From an optimization exercise on the open Yosys and OpenROAD flow, aimed at small area and a short achievable clock period; shortcuts taken in it are not production practice. Only simulation tests tie the RTL to the original design; equivalence was not proved. Power figures rest on the tool's default switching activity, not on a simulated workload.

<file path="design/flow/flow/run.sh">
#!/bin/bash
# The standard layout, with the port buffers built from a plain buffer
# cell (buf_4) instead of the delay-type buffer buffer_ports picks by default
set -euo pipefail
export BUFFER_PORTS_ARGS="-buffer_cell sky130_fd_sc_hd__buf_4"
bash standard.sh > standard.log 2>&1
</file>
<file path="design/flow/standard.sh">
#!/bin/bash
# synth_recipe.tcl (not shown) runs the flow's synth.tcl, then flattens the netlist and writes it again
# the make line also repeats each setting of config.mk as NAME=value (left out here)
make -C /OpenROAD-flow-scripts/flow DESIGN_CONFIG=/design/flow/config.mk WORK_HOME=/design/flow/orfs CLKGATE_MAP_FILE= SYNTH_SCRIPT=/design/flow/synth_recipe.tcl "${@:-finish}"
</file>
<file path="design/flow/config.mk">
export PLATFORM = sky130hd
export DESIGN_NAME = rename_unit
export DESIGN_NICKNAME = rename_unit
export VERILOG_FILES = /design/flow/design.v
export SDC_FILE = /design/flow/constraint.sdc
export NUM_CORES = 4
export LEC_CHECK = 0
export CAP_MARGIN = 20
export CORE_MARGIN = 2
export CORE_UTILIZATION = 70
export CTS_CLUSTER_DIAMETER = 70
export CTS_CLUSTER_SIZE = 24
export SETUP_SLACK_MARGIN = 2.0
export SLEW_MARGIN = 20
export SYNTH_HIERARCHICAL = 1
export SYNTH_MINIMUM_KEEP_SIZE = 0
</file>
<file path="design/flow/constraint.sdc">
create_clock -name core_clock -period 4.0 [get_ports {clk}]
set_input_delay 0.8000 -clock core_clock [delete_from_list [all_inputs] [get_ports {clk}]]
set_output_delay 0.8000 -clock core_clock [all_outputs]
set_load 0.01 [all_outputs]
</file>
<file path="design/flow/design.v">
`default_nettype none
package rename_pkg;
    typedef logic [5-1:0] areg_t;      
    typedef logic [6-1:0] preg_t;      
    typedef struct packed {
        areg_t rd;       
        areg_t rs1;      
        areg_t rs2;      
    } rename_req_t;
    typedef struct packed {
        preg_t prd;          
        preg_t old_prd;      
        preg_t prs1;         
        preg_t prs2;         
    } rename_rsp_t;
    typedef struct packed {
        areg_t rd;       
        preg_t prd;      
    } commit_t;
endpackage
`default_nettype wire
`default_nettype none
module hold_ao22 (
    input  logic s, sn, a, b,
    output logic y
);
    assign y = (s & a) | (sn & b);
endmodule
module cnt_sel3 (
    input  logic up, down, a, b, c,
    output logic y
);
    assign y = up ? a : (down ? b : c);
endmodule
`default_nettype wire
`default_nettype none
module map_inv (input logic a, output logic y);
    assign y = !a;
endmodule
module map_nand2 (input logic a, b, output logic y);
    assign y = !(a & b);
endmodule
module map_nand3 (input logic a, b, c, output logic y);
    assign y = !(a & b & c);
endmodule
module map_nand4 (input logic a, b, c, d, output logic y);
    assign y = !(a & b & c & d);
endmodule
module map_nor2 (input logic a, b, output logic y);
    assign y = !(a | b);
endmodule
module map_or8 (
    input  logic [3:0] s0, d0, s1, d1,
    output logic       y
);
    logic [3:0] t;
    assign t = ~((s0 & d0) | (s1 & d1));
    assign y = ~&t;
endmodule
module map_decode (
    input  rename_pkg::areg_t       a,
    output logic [32-1:1]   sel
);
    rename_pkg::areg_t an;           
    logic [3:0] lo_n;                
    logic [7:0] hi_n;                
    for (genvar b = 0; b < 5; b++) begin : g_inv
        map_inv u_inv (.a(a[b]), .y(an[b]));
    end
    for (genvar k = 0; k < 4; k++) begin : g_lo
        map_nand2 u_lo (
            .a ((k % 2) != 0 ? a[0] : an[0]),
            .b ((k / 2) != 0 ? a[1] : an[1]),
            .y (lo_n[k])
        );
    end
    for (genvar j = 0; j < 8; j++) begin : g_hi
        map_nand3 u_hi (
            .a ((j % 2) != 0 ? a[2] : an[2]),
            .b (((j / 2) % 2) != 0 ? a[3] : an[3]),
            .c ((j / 4) != 0 ? a[4] : an[4]),
            .y (hi_n[j])
        );
    end
    for (genvar i = 1; i < 32; i++) begin : g_sel
        map_nor2 u_sel (.a(hi_n[i / 4]), .b(lo_n[i % 4]), .y(sel[i]));
    end
endmodule
module map_read_bit (
    input  logic [32-1:1] sel,
    input  logic [32-1:1] d,
    output logic                  y
);
    logic [3:0]  p;      
    logic [1:0]  q;      
    for (genvar g = 0; g < 3; g++) begin : g_or8
        map_or8 u_p (
            .s0 ({sel[8*g + 7], sel[8*g + 5], sel[8*g + 3], sel[8*g + 1]}),
            .d0 ({d[8*g + 7],   d[8*g + 5],   d[8*g + 3],   d[8*g + 1]}),
            .s1 ({sel[8*g + 8], sel[8*g + 6], sel[8*g + 4], sel[8*g + 2]}),
            .d1 ({d[8*g + 8],   d[8*g + 6],   d[8*g + 4],   d[8*g + 2]}),
            .y  (p[g])
        );
    end
    map_or8 u_p3 (
        .s0 ({sel[31], sel[29], sel[27], sel[25]}), .d0 ({d[31], d[29], d[27], d[25]}),
        .s1 ({sel[31], sel[30], sel[28], sel[26]}), .d1 ({d[31], d[30], d[28], d[26]}),
        .y  (p[3])
    );
    map_nor2  u_q0 (.a(p[0]), .b(p[1]), .y(q[0]));
    map_nor2  u_q1 (.a(p[2]), .b(p[3]), .y(q[1]));
    map_nand2 u_y  (.a(q[0]), .b(q[1]), .y(y));
endmodule
module map_read (
    input  logic [32-1:1]              sel,
    input  logic [32-1:1][6-1:0] tab,
    output rename_pkg::preg_t                  y
);
    for (genvar b = 0; b < 6; b++) begin : g_bit
        logic [32-1:1] d;
        for (genvar i = 1; i < 32; i++) begin : g_col
            assign d[i] = tab[i][b];
        end
        map_read_bit u_bit (.sel(sel), .d(d), .y(y[b]));
    end
endmodule
module map_nor3 (input logic a, b, c, output logic y);
    assign y = !(a | b | c);
endmodule
module map_and2 (input logic a, b, output logic y);
    assign y = a & b;
endmodule
module map_ao21_2 (input logic a, b, c, output logic y, yn);
    assign y  = (a & b) | c;
    assign yn = !((a & b) | c);
endmodule
module map_aoi21 (input logic a, b, c, output logic y);
    assign y = !((a & b) | c);
endmodule
module map_alloc (
    input  rename_pkg::areg_t rd,
    input  logic              valid,
    input  logic              nonempty,
    output logic              rd_nz,
    output logic              stall,
    output logic              alloc,
    output logic              alloc_n
);
    logic z_hi, z_lo;        
    logic s_hi, s_lo;        
    logic v;                 
    map_nor3  u_zhi   (.a(rd[4]), .b(rd[3]), .c(rd[2]), .y(z_hi));
    map_nor2  u_zlo   (.a(rd[1]), .b(rd[0]), .y(z_lo));
    map_nand2 u_nz    (.a(z_hi), .b(z_lo), .y(rd_nz));
    map_nor3  u_shi   (.a(rd[4]), .b(rd[3]), .c(rd[2]), .y(s_hi));
    map_nor2  u_slo   (.a(rd[1]), .b(rd[0]), .y(s_lo));
    map_aoi21 u_stall (.a(s_hi), .b(s_lo), .c(nonempty), .y(stall));
    map_and2  u_v     (.a(valid), .b(nonempty), .y(v));
    map_and2  u_al    (.a(v), .b(rd_nz), .y(alloc));
    map_nand2 u_aln   (.a(v), .b(rd_nz), .y(alloc_n));
endmodule
`default_nettype wire
`default_nettype none
`default_nettype wire
`default_nettype none
module rename_unit (
    input  logic        clk,
    input  logic        rst,
    input  logic        rename_valid,
    input  logic [14:0] rename_req,      
    output logic        rename_stall,
    output logic        rsp_valid,
    output logic [23:0] rename_rsp,      
    input  logic        commit_valid,
    input  logic [10:0] commit           
);
    localparam int FW = $clog2(32);
    rename_pkg::rename_req_t req;
    rename_pkg::commit_t     cmt;
    assign req = rename_req;
    assign cmt = commit;
    logic [32-1:1][6-1:0] spec_map;   
    rename_pkg::preg_t  fl [32];
    logic               park_pend;       
    logic [FW:0]        free_cnt;        
    logic               free_nonempty;
    logic [FW-1:0]      fresh_cnt;       
    logic               fresh_done;      
    rename_pkg::preg_t  rsp_prd, rsp_old, rsp_prs1, rsp_prs2;
    logic [32-1:1] sel_rs1, sel_rs2, sel_rd;
    logic               rd_nz;
    logic               accept;
    logic               alloc, alloc_n;
    logic               release_valid;
    rename_pkg::preg_t  head;            
    map_decode dec_rs1 (.a(req.rs1), .sel(sel_rs1));
    map_decode dec_rs2 (.a(req.rs2), .sel(sel_rs2));
    map_decode dec_rd  (.a(req.rd),  .sel(sel_rd));
    map_alloc alloc_i (
        .rd       (req.rd),
        .valid    (rename_valid),
        .nonempty (free_nonempty),
        .rd_nz    (rd_nz),
        .stall    (rename_stall),
        .alloc    (alloc),
        .alloc_n  (alloc_n)
    );
    assign accept        = rename_valid && (free_nonempty || !rd_nz);
    assign release_valid = commit_valid && (cmt.rd != '0);
    assign head = fresh_done ? fl[0] : rename_pkg::preg_t'({1'b1, fresh_cnt});
    rename_pkg::preg_t prs1, prs2, old_prd;
    map_read rd_rs1 (.sel(sel_rs1), .tab(spec_map), .y(prs1));
    map_read rd_rs2 (.sel(sel_rs2), .tab(spec_map), .y(prs2));
    map_read rd_rd  (.sel(sel_rd),  .tab(spec_map), .y(old_prd));
    rename_pkg::preg_t wr_one;           
    rename_pkg::preg_t wr_zero;          
    assign wr_one  = head | {6{rst}};
    assign wr_zero = head & {6{!rst}};
    logic map_wv;                        
    assign map_wv = rename_valid && free_nonempty;
    for (genvar i = 1; i < 32; i++) begin : g_map
        localparam rename_pkg::preg_t RST_VAL = rename_pkg::preg_t'(i);
        logic we, we_n;
        rename_pkg::preg_t d;
        map_ao21_2 u_we (.a(map_wv), .b(sel_rd[i]), .c(rst), .y(we), .yn(we_n));
        for (genvar b = 0; b < 6; b++) begin : g_bit
            hold_ao22 u_hold (
                .s  (we),
                .sn (we_n),
                .a  (RST_VAL[b] ? wr_one[b] : wr_zero[b]),
                .b  (spec_map[i][b]),
                .y  (d[b])
            );
        end
        always_ff @(posedge clk) begin
            spec_map[i] <= d;
        end
    end
    logic [FW:0] free_cnt_inc, free_cnt_dec;
    logic        cnt_up, cnt_down;
    assign free_cnt_inc = free_cnt + 1'b1;
    assign free_cnt_dec = free_cnt - 1'b1;
    assign cnt_up       = release_valid && !alloc;
    assign cnt_down     = alloc && !release_valid;
    logic [FW:0] free_cnt_d;
    logic        free_nonempty_d;
    for (genvar b = 0; b <= FW; b++) begin : g_cnt
        cnt_sel3 u_cnt (
            .up   (cnt_up),
            .down (cnt_down),
            .a    (free_cnt_inc[b]),
            .b    (free_cnt_dec[b]),
            .c    (free_cnt[b]),
            .y    (free_cnt_d[b])
        );
    end
    cnt_sel3 u_nonempty (
        .up   (cnt_up),
        .down (cnt_down),
        .a    (1'b1),
        .b    (free_cnt != (FW+1)'(1)),
        .c    (free_nonempty),
        .y    (free_nonempty_d)
    );
    always_ff @(posedge clk) begin
        if (rst) begin
            free_cnt      <= (FW+1)'(32);
            free_nonempty <= 1'b1;
        end else begin
            free_cnt      <= free_cnt_d;
            free_nonempty <= free_nonempty_d;
        end
    end
    always_ff @(posedge clk) begin
        if (rst) begin
            fresh_cnt  <= '0;
            fresh_done <= 1'b0;
        end else if (alloc && !fresh_done) begin
            fresh_cnt  <= fresh_cnt + 1'b1;
            fresh_done <= (fresh_cnt == FW'(32 - 1));
        end
    end
    always_ff @(posedge clk) begin
        if (rst) begin
            park_pend <= 1'b0;
        end else begin
            park_pend <= alloc;
        end
    end
    for (genvar i = 0; i < 32; i++) begin : g_fl
        rename_pkg::preg_t d;
        if (i == 32 - 1) begin : g_last
            always_comb d = park_pend ? rsp_old : fl[i];
        end else begin : g_rot
            rename_pkg::preg_t nxt;
            if (i == 32 - 2) begin : g_tail
                assign nxt = park_pend ? rsp_old : fl[i + 1];
            end else begin : g_body
                assign nxt = fl[i + 1];
            end
            for (genvar b = 0; b < 6; b++) begin : g_bit
                hold_ao22 u_hold (.s(alloc), .sn(alloc_n), .a(nxt[b]), .b(fl[i][b]), .y(d[b]));
            end
        end
        always_ff @(posedge clk) begin
            fl[i] <= d;
        end
    end
    always_ff @(posedge clk) begin
        if (rst) begin
            rsp_valid <= 1'b0;
        end else begin
            rsp_valid <= accept;
        end
    end
    always_ff @(posedge clk) begin
        rsp_prd  <= rd_nz ? head : 6'd0;
        rsp_old  <= old_prd;
        rsp_prs1 <= prs1;
        rsp_prs2 <= prs2;
    end
    assign rename_rsp = {rsp_prd, rsp_old, rsp_prs1, rsp_prs2};
endmodule
`default_nettype wire
</file>
==> results of run 1 <==
==> placed cells by master, fill, tap and decap left out, types with 3 or more instances in the layout <==
cell type    n
dfxtp_1    415
a22o_1     372
a22oi_1    288
nor2_1     102
nand4_1     73
buf_4       63
nor2_2      35
nand2_1     34
a21oi_1     32
a21o_1      31
nand3_1     27
clkbuf_16   24
inv_1       19
nor2b_1     13
mux2i_1     12
nor2_4       7
o21ai_1      7
xnor2_1      6
mux2_2       6
ha_1         5
xor2_1       4
nand2_2      4
buf_12       4
nand2b_2     3
and2_4       3
==> sequential cells by signal, indices dropped and copies added (netlist names) <==
name	cells
free_nonempty	1
park_pend	1
fresh_cnt	5
spec_map	186
rsp_old	6
free_cnt	6
fresh_done	1
rsp_prs2	6
rsp_prs1	6
rsp_valid	1
rsp_prd	6
fl	192
==> power by group <==
| part | total [mW] | internal (mW) | switching, mW |
|---|---|---|---|
| clock network | 2.39 | 1.05 | 1.34 |
| logic | 1.30 | 0.603 | 0.701 |
| registers | 5.25 | 4.76 | 0.490 |
==> metal layers <==
metal  vias up  track usage, %  wire length, um
li1       6423               -                -
met1      7210           55.97            20440
met2      1180           63.62            24030
met3       267           10.27             6888
met4         0           22.85             3563
met5         -               0                0
==> per-module statistics from Yosys, one instance, submodules excluded, excerpt <==
module	area [um^2]	cells inside
cnt_sel3	18.77	3
map_and2	6.256	1
map_ao21_2	12.51	2
hold_ao22	8.758	1
map_inv	3.754	1
map_nand2	3.754	1
==> repair_timing <==
| item | in CTS | in global routing |
|---|---|---|
| buffers inserted | 4 | 2 |
| cloned | 0 | 2 |
| pin swaps | 4 | 5 |
| hold buffers | 0 | 0 |
| resized for setup | 23 | 45 |
| endpoints found under the setup margin | 98 | 329 |
==> how the worst min path moves through the flow <==
stage                     startpoint   endpoint  depth (start not counted)
after detailed placement   fl[28][2]  fl[28][2]                          1
after floorplan             fl[0][0]   fl[0][0]                          1
after global placement     fl[10][2]  fl[10][2]                          1
after global routing       fl[22][3]  fl[22][3]                          1
final                      fl[20][3]  fl[20][3]                          1
after CTS                  fl[20][3]  fl[20][3]                          1
==> cells by family (layout without fill, tap and decap cells) <==
family	count (synthesis)	after routing	share of synthesized area [%]
multiplexers	21	21	1.349
adder cells (fa/ha/maj)	5	5	0.3855
flip-flops	417	417	51.44
XOR/XNOR	10	10	0.5397
AND/OR/NAND/NOR	320	321	9.414
AO/OA/AOI/OAI	734	734	36.22
other	1	1	0.02311
buffers and inverters	26	118	0.6245
==> cell type report <==
class                   count  area [um^2]  share of cell area, %
clock buffers              23        575.6                  3.185
multi-input cells        1092         8036                  44.47
well taps                 285        356.6                  1.973
clock inverters             5        51.30                 0.2839
repair buffers             71        628.1                  3.476
flip-flops and latches    417         8351                  46.21
inverters                  19        71.32                 0.3947
==> worst register-to-register path, cell delays in order, from the launching register on <==
cell and delay [ps]:
dfxtp_2 540, mux2i_2 480, nand2b_2 310, buf_4 290, a22o_1 230
==> stage by stage <==
stage	util, %	worst slack (ps)
final	79.57	1908
after CTS	78.71	1905
after floorplan	-	1014
after detailed placement	75.39	1427
after global routing	79.57	1877
after global placement	75.39	1430
==> flow_summary.ini, run 1 <==
[status]
status = complete, no violations

[placement]
dp.final_hpwl_um = 34460
portBuffers = 49
place_congestion = 1.040
placed_area_mm2 = 0.01712
dp_cells = 1876

[floorplan]
die-height_um = 156.3
row_count = 55
dieArea_mm2 = 0.02442
boundaryPins = 56
fp.dieW_um = 156.3
core-area_mm2 = 0.02271
start_util_pct = 71.46

[finish]
design_area_mm2 = 0.01807
final_cell_count_no_fill = 1912
drive_above_1_share_pct = 10.82
filler_cell_count = 1393
area_growth_pct = 11.35
insertedDiodeCount = 0
final_nets = 1658

[worst_setup_path]
crit_chain = buf_12 > nor3_4 > a21oi_2 > buf_4
cp-start-kind = primary input
critPathSlowestCell = nor3_4
crit_cells = 4
reg2reg_to = spec_map[84]
rrSetupSlack_ps = 2050
cp-end-kind = primary output
reg2regPathDepth = 4
arrival_ps = 1290
crit_buf_inv = 2
timing.critical_path.to = rename_stall
slowest_delay_ps = 170
worst-path-max-fanout = 2
cp.required_ps = 3200
path_delay_family = buffers and inverters
startpoint = rename_req[12]
r2r-start = fresh_done
path_class = primary input to primary output

[route]
drc = 0
drt_iter0_markers = 2728
dr.pass1.iters = 8
totalWireLength_um = 54930
ant_nets = 0
via_per_inst = 7.887
wl_per_cell_um = 28.73
vias = 15080

[power]
total_power_mw = 8.947
p_per_area_mw_per_mm2 = 495.1
p_leak_nw = 7.019
ir_drop_v = 0.0004446

[grt]
grt_usage_pct = 42.13
grt_pass1_wl_um = 79720
grt.overflow.total = 0
antenna_found_initial = 0
grt_pass1_vias = 13920
grt_max_degree = 190

[synth]
ys_types = 34
syn_area_per_cell_um2 = 10.58
synth_cells = 1534
ys_ff_latch = 417
yosysMostFrequentCell = dfxtp_1
syn_nets = 1569
synth_ff_type = dfxtp_1
ys_top_cells_by_area = dfxtp_1 51%, a22o_1 20%, a22oi_1 13%
synth-edff-count = 0
yosys.area.top_type_share_pct = 51.44
ys_seq_area_share_pct = 51.44
yosysTopAreaCell = dfxtp_1
synth_area_mm2 = 0.01623
yosys-top-cells-count = 417 x dfxtp_1, 372 x a22o_1, 288 x a22oi_1
async_reset_ff_share_pct = 0
ys_warn_count = 9

[clocking]
numClockSinks = 417
clockRootBuffer = clkbuf_16
max-clock-path-buffers = 3
cts-buffers-inserted = 22
h-tree-depth = 1
clock_latency_ps = 550
cts_tree = done
clkTransAtPathRegs_ps = 80

[timing]
finalHoldViolations = 0
slew_headroom_pct = 29.96
drv_slew = 0
max_clock_freq_mhz = 477.9
period_share_pct = 52.31
skew_ps = 14.54
tightestPinTransition_ps = 1049
period_minus_slack_ps = 2092
setup_violations = 0
fin_setup_tns_ps = 0
whs_ps = 475.8
rsz0062_at_grt = true

[min_path]
hold_class = flop to flop

[job]
maxCapViolCount = 0
==> run 2, diff against run 1 <==
--- a/design/flow/design.v
+++ b/design/flow/design.v
@@ -58,4 +58,14 @@
     assign y = ~&t;
 endmodule
+module map_or7 (
+    input  logic [2:0] s0, d0, s1, d1,
+    input  logic       s2, d2,
+    output logic       y
+);
+    logic [3:0] t;
+    assign t[2:0] = ~((s0 & d0) | (s1 & d1));
+    assign t[3]   = ~(s2 & d2);
+    assign y = ~&t;
+endmodule
 module map_decode (
     input  rename_pkg::areg_t       a,
@@ -103,7 +113,8 @@
         );
     end
-    map_or8 u_p3 (
-        .s0 ({sel[31], sel[29], sel[27], sel[25]}), .d0 ({d[31], d[29], d[27], d[25]}),
-        .s1 ({sel[31], sel[30], sel[28], sel[26]}), .d1 ({d[31], d[30], d[28], d[26]}),
+    map_or7 u_p3 (
+        .s0 ({sel[29], sel[27], sel[25]}), .d0 ({d[29], d[27], d[25]}),
+        .s1 ({sel[30], sel[28], sel[26]}), .d1 ({d[30], d[28], d[26]}),
+        .s2 (sel[31]), .d2 (d[31]),
         .y  (p[3])
     );
==> design/flow/flow/run.sh (replaced) <==
#!/bin/bash
# The standard layout, with the port buffers built from a plain buffer
# cell (buf_4) instead of the delay-type buffer buffer_ports picks by
# default, and the response outputs' port buffers then shrunk to buf_1
# (flow/post_gp.tcl, run after global placement)
set -euo pipefail
export BUFFER_PORTS_ARGS="-buffer_cell sky130_fd_sc_hd__buf_4"
export POST_GLOBAL_PLACE_TCL="$PWD/flow/post_gp.tcl"
bash standard.sh > standard.log 2>&1
==> design/flow/flow/post_gp.tcl (new file) <==
# After global placement: the registered response outputs (rsp_valid,
# rename_rsp) have a full cycle of slack, so their port buffers are made
# from the smallest buffer; rename_stall, a combinational path from the
# inputs, keeps the buffer buffer_ports gave it.
foreach port [get_ports -filter "direction == output"] {
  if {[get_full_name $port] eq "rename_stall"} { continue }
  foreach pin [get_pins -of_objects [get_nets [get_full_name $port]] -filter "direction == output"] {
    replace_cell [get_cells -of_objects $pin] sky130_fd_sc_hd__buf_1
  }
}
--- a/design/flow/config.mk
+++ b/design/flow/config.mk
@@ -8,5 +8,5 @@
 export CAP_MARGIN = 20
 export CORE_MARGIN = 2
-export CORE_UTILIZATION = 70
+export CORE_UTILIZATION = 60
 export CTS_CLUSTER_DIAMETER = 70
 export CTS_CLUSTER_SIZE = 24
==> run 2 against run 1 <==
  * Synthesized area down 0.69%
  * Critical path depth unchanged
  * Via count down 5.5%
  * Fmax down 0.80%
  * Clock skew up 3.4 ps
  * Routed wire length down 6.4%
  * Critical path type unchanged
  * Power up 0.83%
  * Final cell count up 2.0%
==> flow_summary.ini, run 2 <==
[status]
status = complete, no violations

[min_path]
hold_class = flop to flop
hold_end = fl[16][1]
holdPathStages = 1
worstHoldStart = fl[16][1]

[worst_setup_path]
worst-path-max-fanout = 2
crit_buf_inv = 2
cp-end-kind = primary output
cp-start-kind = primary input
reg2reg_to = spec_map[58]
arrival_ps = 1310
r2r-start = fresh_done
path_class = primary input to primary output
path_delay_family = buffers and inverters
rrSetupSlack_ps = 2040
cp.required_ps = 3200
slowest_delay_ps = 190
reg2regPathDepth = 3
crit_chain = buf_12 > nor3_4 > a21oi_2 > buf_4
critPathSlowestCell = nor3_4

[synth]
yosys.area.top_type_share_pct = 51.80
async_reset_ff_share_pct = 0
synth_ff_type = dfxtp_1
yosys-top-cells-count = 417 x dfxtp_1, 372 x a22o_1, 252 x a22oi_1
synth_cells = 1516
yosysTopAreaCell = dfxtp_1
yosysMostFrequentCell = dfxtp_1
synth_area_mm2 = 0.01612
synth-edff-count = 0
syn_nets = 1551
ys_types = 35
ys_top_cells_by_area = dfxtp_1 52%, a22o_1 20%, a22oi_1 12%
syn_area_per_cell_um2 = 10.63
ys_ff_latch = 417
ys_seq_area_share_pct = 51.80
ys_warn_count = 9

[finish]
final_common_cell = dfxtp_1
area_growth_pct = 11.66
filler_cell_count = 2028
final_cell_count_no_fill = 1951
final_nets = 1641
drive_above_1_share_pct = 9.158
top_register = fl
insertedDiodeCount = 0
final_core_util_pct = 68.67
largest_reg_flops = 192
top_regs = fl (192), spec_map (186)
final_cell_mix = 415 x dfxtp_1, 372 x a22o_1, 252 x a22oi_1

[route]
drt_iter0_markers = 2078
ant_nets = 0
drc = 0
via_per_inst = 7.304
dr.pass1.iters = 9
totalWireLength_um = 51440
wl_per_cell_um = 26.36
vias = 14250

[grt]
grt_pass1_vias = 13120
grt_pass1_wl_um = 77160
grt_max_degree = 125
grt_usage_pct = 34.78
grt.overflow.total = 0
antenna_found_initial = 0

[clocking]
numClockSinks = 417
ctsHoldBuffers = 0
clock_latency_ps = 550
clkTransAtPathRegs_ps = 80
h-tree-depth = 1
clockRootBuffer = clkbuf_16
max-clock-path-buffers = 3
cts_tree = done
cts-buffers-inserted = 23

[floorplan]
die-height_um = 167.9
start_util_pct = 61.49
boundaryPins = 56
fp.dieW_um = 167.9
dieArea_mm2 = 0.02819
core-area_mm2 = 0.02621
row_count = 59

[power]
ir_drop_v = 0.0004281
p_leak_nw = 6.978
p_per_area_mw_per_mm2 = 501.3

[timing]
fin_setup_tns_ps = 0
setup_violations = 0
slew_headroom_pct = 24.59
drv_slew = 0
finalHoldViolations = 0
tightestPinTransition_ps = 1130
period_share_pct = 52.73
period_minus_slack_ps = 2109
rsz0062_at_grt = true
skew_ps = 17.93
max_clock_freq_mhz = 474.1

[placement]
portBuffers = 49
dp.final_hpwl_um = 34540
dp_cells = 1908

[job]
maxCapViolCount = 0
==> run 2: cell count changes after synthesis, sizes merged <==
cell	change
a222oi	+18
a22oi	-36
nand3	+18
nand4	-18
==> run 2: repair_timing <==
action	4_1_cts	5_1_grt
buffers inserted	1	3
pin swaps	2	3
gates resized for setup	16	41
cloned	2	2
setup endpoints to repair	231	143
==> run 2: worst reg2reg max path, stage by stage (launching register included) <==
cell,delay [ps]
dfxtp_2,540
mux2i_1,190
nor2_2,880
a22o_1,310
==> run 2: metrics by stage <==
| stage | power [mW] | area (um^2) | hold WS, ps | setup WS, ps |
|---|---|---|---|---|
| after floorplan | 5.950 | 16170 | 438.9 | 1014 |
| after global placement | 6.343 | 17080 | 452.1 | 1388 |
| after detailed placement | 6.395 | 16990 | 452.7 | 1349 |
| after CTS | 8.990 | 17840 | 480.0 | 1922 |
| after global routing | 9.337 | 17990 | 491.4 | 1859 |
| final | 9.021 | 17990 | 474.5 | 1891 |
==> run 2: modules after synthesis (local to each module, per instance), excerpt <==
| module | flip-flops and latches | cell area (um^2) | cells |
|---|---|---|---|
| cnt_sel3 | 0 | 18.77 | 3 |
| hold_ao22 | 0 | 8.758 | 1 |
| map_and2 | 0 | 6.256 | 1 |
| map_ao21_2 | 0 | 12.51 | 2 |
| map_aoi21 | 0 | 8.758 | 1 |
| map_inv | 0 | 3.754 | 1 |
| map_nand2 | 0 | 3.754 | 1 |
| map_nand3 | 0 | 5.005 | 1 |
| map_nor2 | 0 | 3.754 | 1 |
| map_nor3 | 0 | 10.01 | 1 |
| map_or7 | 0 | 30.03 | 4 |
| map_or8 | 0 | 36.28 | 5 |
| rename_unit | 417 | 9009 | 512 |
==> run 2: metal layers <==
| metal | global-route usage [%] | routed length (um) | up-vias |
|---|---|---|---|
| li1 | - | - | 6353 |
| met1 | 50.11 | 22050 | 6923 |
| met2 | 53.41 | 22280 | 846 |
| met3 | 5.806 | 5069 | 128 |
| met4 | 11.42 | 2036 | 0 |
| met5 | 0.3478 | 0 | - |
==> run 2: layout make-up <==
| class | count | area (um^2) | area share, % |
|---|---|---|---|
| repair buffers | 69 | 523.0 | 2.906 |
| inverters | 19 | 71.32 | 0.3963 |
| flip-flops and latches | 417 | 8351 | 46.41 |
| multi-input cells | 1076 | 7900 | 43.90 |
| well taps | 335 | 419.2 | 2.329 |
| clock inverters | 8 | 130.1 | 0.7231 |
| clock buffers | 27 | 600.6 | 3.337 |
==> run 2: logic make-up after synthesis <==
family,synth area share (%)
AND/OR/NAND/NOR,9.340
other,0.02327
flip-flops,51.80
XOR/XNOR,0.5435
multiplexers,1.359
adder cells (fa/ha/maj),0.3882
AO/OA/AOI/OAI,35.92
buffers and inverters,0.6289
==> run 2: worst max-delay path by stage <==
stage / from / endpoint / depth (start not counted)
5_1_grt: rename_req[12] / rename_stall / 4
3_5_place_dp: rename_req[14] / fresh_cnt[2] / 8
4_1_cts: rename_req[12] / rename_stall / 4
3_3_place_gp: rename_req[11] / rsp_old[3] / 8
2_1_floorplan: rename_valid / free_cnt[5] / 6
6_report: rename_req[12] / rename_stall / 4
==> run 2: where the power goes <==
part | switching (mW) | total (mW) | internal [mW]
sequential | 0.437 | 5.19 | 4.75
combinational | 0.641 | 1.21 | 0.571
clock | 1.38 | 2.62 | 1.23
==> run 3, diff against run 2 <==
--- a/design/flow/config.mk
+++ b/design/flow/config.mk
@@ -8,5 +8,5 @@
 export CAP_MARGIN = 20
 export CORE_MARGIN = 2
-export CORE_UTILIZATION = 60
+export CORE_UTILIZATION = 70
 export CTS_CLUSTER_DIAMETER = 70
 export CTS_CLUSTER_SIZE = 24
==> run 3 against run 2 <==
  * First-iteration DRC count rose by 34%
  * Clock skew decreased by 4.2 ps
  * Critical path depth stayed put
  * Via count grew 6.1%
  * Synthesized cell count unchanged
  * Clock-buffer cell count is 4 lower
  * Routed wire length up 9.4%
  * Fmax increased by 1.1%
  * Critical endpoint unchanged
  * Largest power group unchanged
  * Highest routed layer unchanged
==> flow_summary.ini, run 3 <==
[status]
status = complete, no violations

[clocking]
clkTransAtPathRegs_ps = 90
clock_latency_ps = 550
max-clock-path-buffers = 3
cts-buffers-inserted = 21
cts_tree = done
numClockSinks = 417
clockRootBuffer = clkbuf_16
h-tree-depth = 1

[worst_setup_path]
startpoint = rename_req[14]
reg2regPathDepth = 4
cp.required_ps = 3200
slowest_delay_ps = 170
r2r-start = fresh_done
arrival_ps = 1290
path_class = primary input to primary output
crit_chain = buf_12 > nor3_4 > a21oi_2 > buf_4
worst-path-max-fanout = 2
cp-end-kind = primary output
critPathSlowestCell = nor3_4
reg2reg_to = spec_map[147]
cp-start-kind = primary input
rrSetupSlack_ps = 1920

[power]
ir_drop_v = 0.0004123
p_per_area_mw_per_mm2 = 496.1
p_leak_nw = 6.924

[timing]
slew_headroom_pct = 48.66
finalHoldViolations = 0
max_clock_freq_mhz = 479.5
period_share_pct = 52.14
tightestPinTransition_ps = 748.6
rsz0062_at_grt = true
whs_ps = 478.7
drv_slew = 0
skew_ps = 13.71
setup_violations = 0
worst_slack_ps = 1914
period_minus_slack_ps = 2086
fin_setup_tns_ps = 0

[placement]
place_ws_ps = 1192
dp_cells = 1852
placed_area_mm2 = 0.01687
dp.final_hpwl_um = 33840
portBuffers = 49

[floorplan]
core-area_mm2 = 0.02264
start_util_pct = 71.18
die-height_um = 155.7
fp.dieW_um = 155.7
dieArea_mm2 = 0.02425
boundaryPins = 56
row_count = 55

[route]
drc = 0
dr.pass1.iters = 8
wl_per_cell_um = 29.73
via_per_inst = 7.986
totalWireLength_um = 56270
vias = 15120
ant_nets = 0
drt_iter0_markers = 2781

[finish]
area_growth_pct = 10.88
top_regs = fl (192), spec_map (186)
filler_cell_count = 1416
top_register = fl
insertedDiodeCount = 0
largest_reg_flops = 192
final_cell_mix = 415 x dfxtp_1, 372 x a22o_1, 252 x a22oi_1
final_common_cell = dfxtp_1
final_nets = 1641
drive_above_1_share_pct = 9.453
design_area_mm2 = 0.01787
final_cell_count_no_fill = 1893

[min_path]
worstHoldStart = fl[26][3]
hold_class = flop to flop
hold_end = fl[26][3]
holdPathStages = 1

[synth]
yosys.area.top_type_share_pct = 51.80
syn_area_per_cell_um2 = 10.63
synth-adder-area-share_pct = 0.3882
async_reset_ff_share_pct = 0
ys_top_cells_by_area = dfxtp_1 52%, a22o_1 20%, a22oi_1 12%
synth_cells = 1516
ys_types = 35
yosysTopAreaCell = dfxtp_1
synth_compound_area_share_pct = 35.92
synthSimpleGateAreaFrac_pct = 9.340
ys_ff_latch = 417
yosys-top-cells-count = 417 x dfxtp_1, 372 x a22o_1, 252 x a22oi_1
syn_nets = 1551
synth_ff_type = dfxtp_1
yosysMostFrequentCell = dfxtp_1
synth_area_mm2 = 0.01612
ys_seq_area_share_pct = 51.80
synth.area.mux_share_pct = 1.359
synth-edff-count = 0
yosys.area_share.xor_xnor_pct = 0.5435
synth_top_family_by_area = compound AO/OA/AOI/OAI gates
ys_warn_count = 9

[job]
maxCapViolCount = 0

[grt]
grt_max_degree = 187
grt_pass1_wl_um = 80360
antenna_found_initial = 0
grt_pass1_vias = 13930
grt_usage_pct = 42.62
grt.overflow.total = 0
==> run 3: power breakdown <==
group | switching [mW] | leakage [nW] | total [mW] | internal, mW
logic | 0.713 | 3.21 | 1.29 | 0.574
registers | 0.514 | 3.43 | 5.27 | 4.76
clock network | 1.31 | 0.285 | 2.31 | 0.997
==> run 3: layer usage <==
metal	vias up	GRT usage, %	wire [um]
met5	-	0	0
met4	0	21.14	3428
met3	282	9.667	7012
met2	1223	67.00	24780
met1	7252	55.71	21050
li1	6360	-	-
==> run 3: area by class of cell <==
class                      count  area, um^2  share of cell area [%]
clock buffer                  23       553.0                   3.095
clock inverter                 2       25.02                  0.1400
inverter                      19       71.32                  0.3991
multi-input combinational   1077        8000                   44.77
sequential                   417        8351                   46.73
tap                          285       356.6                   1.996
timing repair buffer          70       513.0                   2.871
==> run 3: metrics by stage <==
step	total power, mW	utilization, %
CTS	8.673	77.81
detailed placement	6.416	74.52
finish	8.865	78.93
global placement	6.329	74.93
global route	9.094	78.93
floorplan	5.950	-
==> run 3: Yosys stat by module, one instance, submodules excluded, excerpt <==
| module | cells inside | flip-flops and latches |
|---|---|---|
| rename_unit | 512 | 417 |
| map_or8 | 5 | 0 |
| map_or7 | 4 | 0 |
| cnt_sel3 | 3 | 0 |
| map_ao21_2 | 2 | 0 |
| map_nor3 | 1 | 0 |
| hold_ao22 | 1 | 0 |
| map_aoi21 | 1 | 0 |
| map_and2 | 1 | 0 |
| map_nand3 | 1 | 0 |
| map_inv | 1 | 0 |
| map_nand2 | 1 | 0 |
| map_nor2 | 1 | 0 |
==> run 3: worst max path at each step <==
| stage | to | slack (ps) | cells after the start |
|---|---|---|---|
| final | rename_stall | 1910 | 4 |
| after global routing | rename_stall | 1900 | 4 |
| after CTS | rename_stall | 1920 | 4 |
| after detailed placement | fresh_cnt[2] | 1190 | 8 |
| after global placement | fresh_cnt[2] | 1280 | 8 |
| after floorplan | free_cnt[5] | 1010 | 6 |
==> run 3: logic make-up (layout without fill, tap and decap cells) <==
family / Yosys count / in the layout
AOI/OAI and AO/OA: 716 / 716
buffers and inverters: 26 / 114
and+or+nand+nor: 320 / 324
xor gates and xnor gates: 10 / 10
muxes: 21 / 21
other: 1 / 1
adders and majority gates: 5 / 5
DFF: 417 / 417
==> run 3: worst max-delay path: cells and delay by family <==
kind	cells	cell delay (ps)
AOI/OAI and AO/OA	1	70
and+or+nand+nor	1	170
buffers and inverters	2	240
==> run 3: repair_timing <==
item / in CTS / in global routing
pin swaps: 2 / 14
hold buffers: 0 / 0
cloned: 3 / 2
setup endpoints to repair: 292 / 377
gates resized for setup: 26 / 53
setup buffers: 3 / 8

static timing again, ports no longer ideal:
In the flow no input, the clock included, has a driving cell. The finished layouts below were timed again as built, in two steps. Step 1: set_driving_cell puts a clkbuf_16 on clk and a buf_2 on each other input, an assumption about the parent block. Step 2 times the ports against the registers' clock, not the clock port: input delays grow and output delays shrink by t, the midpoint of the rising clock arrivals with the driver on. a / b / c = ideal ports / drivers / drivers and shift; a / b = the first two.
run | t, ns | slack for setup (ns) | hold WS [ns] | worst setup path at the end
run 1 | 0.589 | 1.908 / 1.854 / 1.300 | 0.476 / 0.476 / 0.476 | input to register
run 2 | 0.593 | 1.891 / 1.845 / 1.326 | 0.474 / 0.474 / 0.474 | input to register
run 3 | 0.592 | 1.914 / 1.852 / 1.348 | 0.479 / 0.479 / 0.479 | input to register
After both steps every run listed still meets setup and hold. For run 1, which loses most, drivers alone change the setup slack by -0.054 ns; drivers and shift together by -0.608 ns.
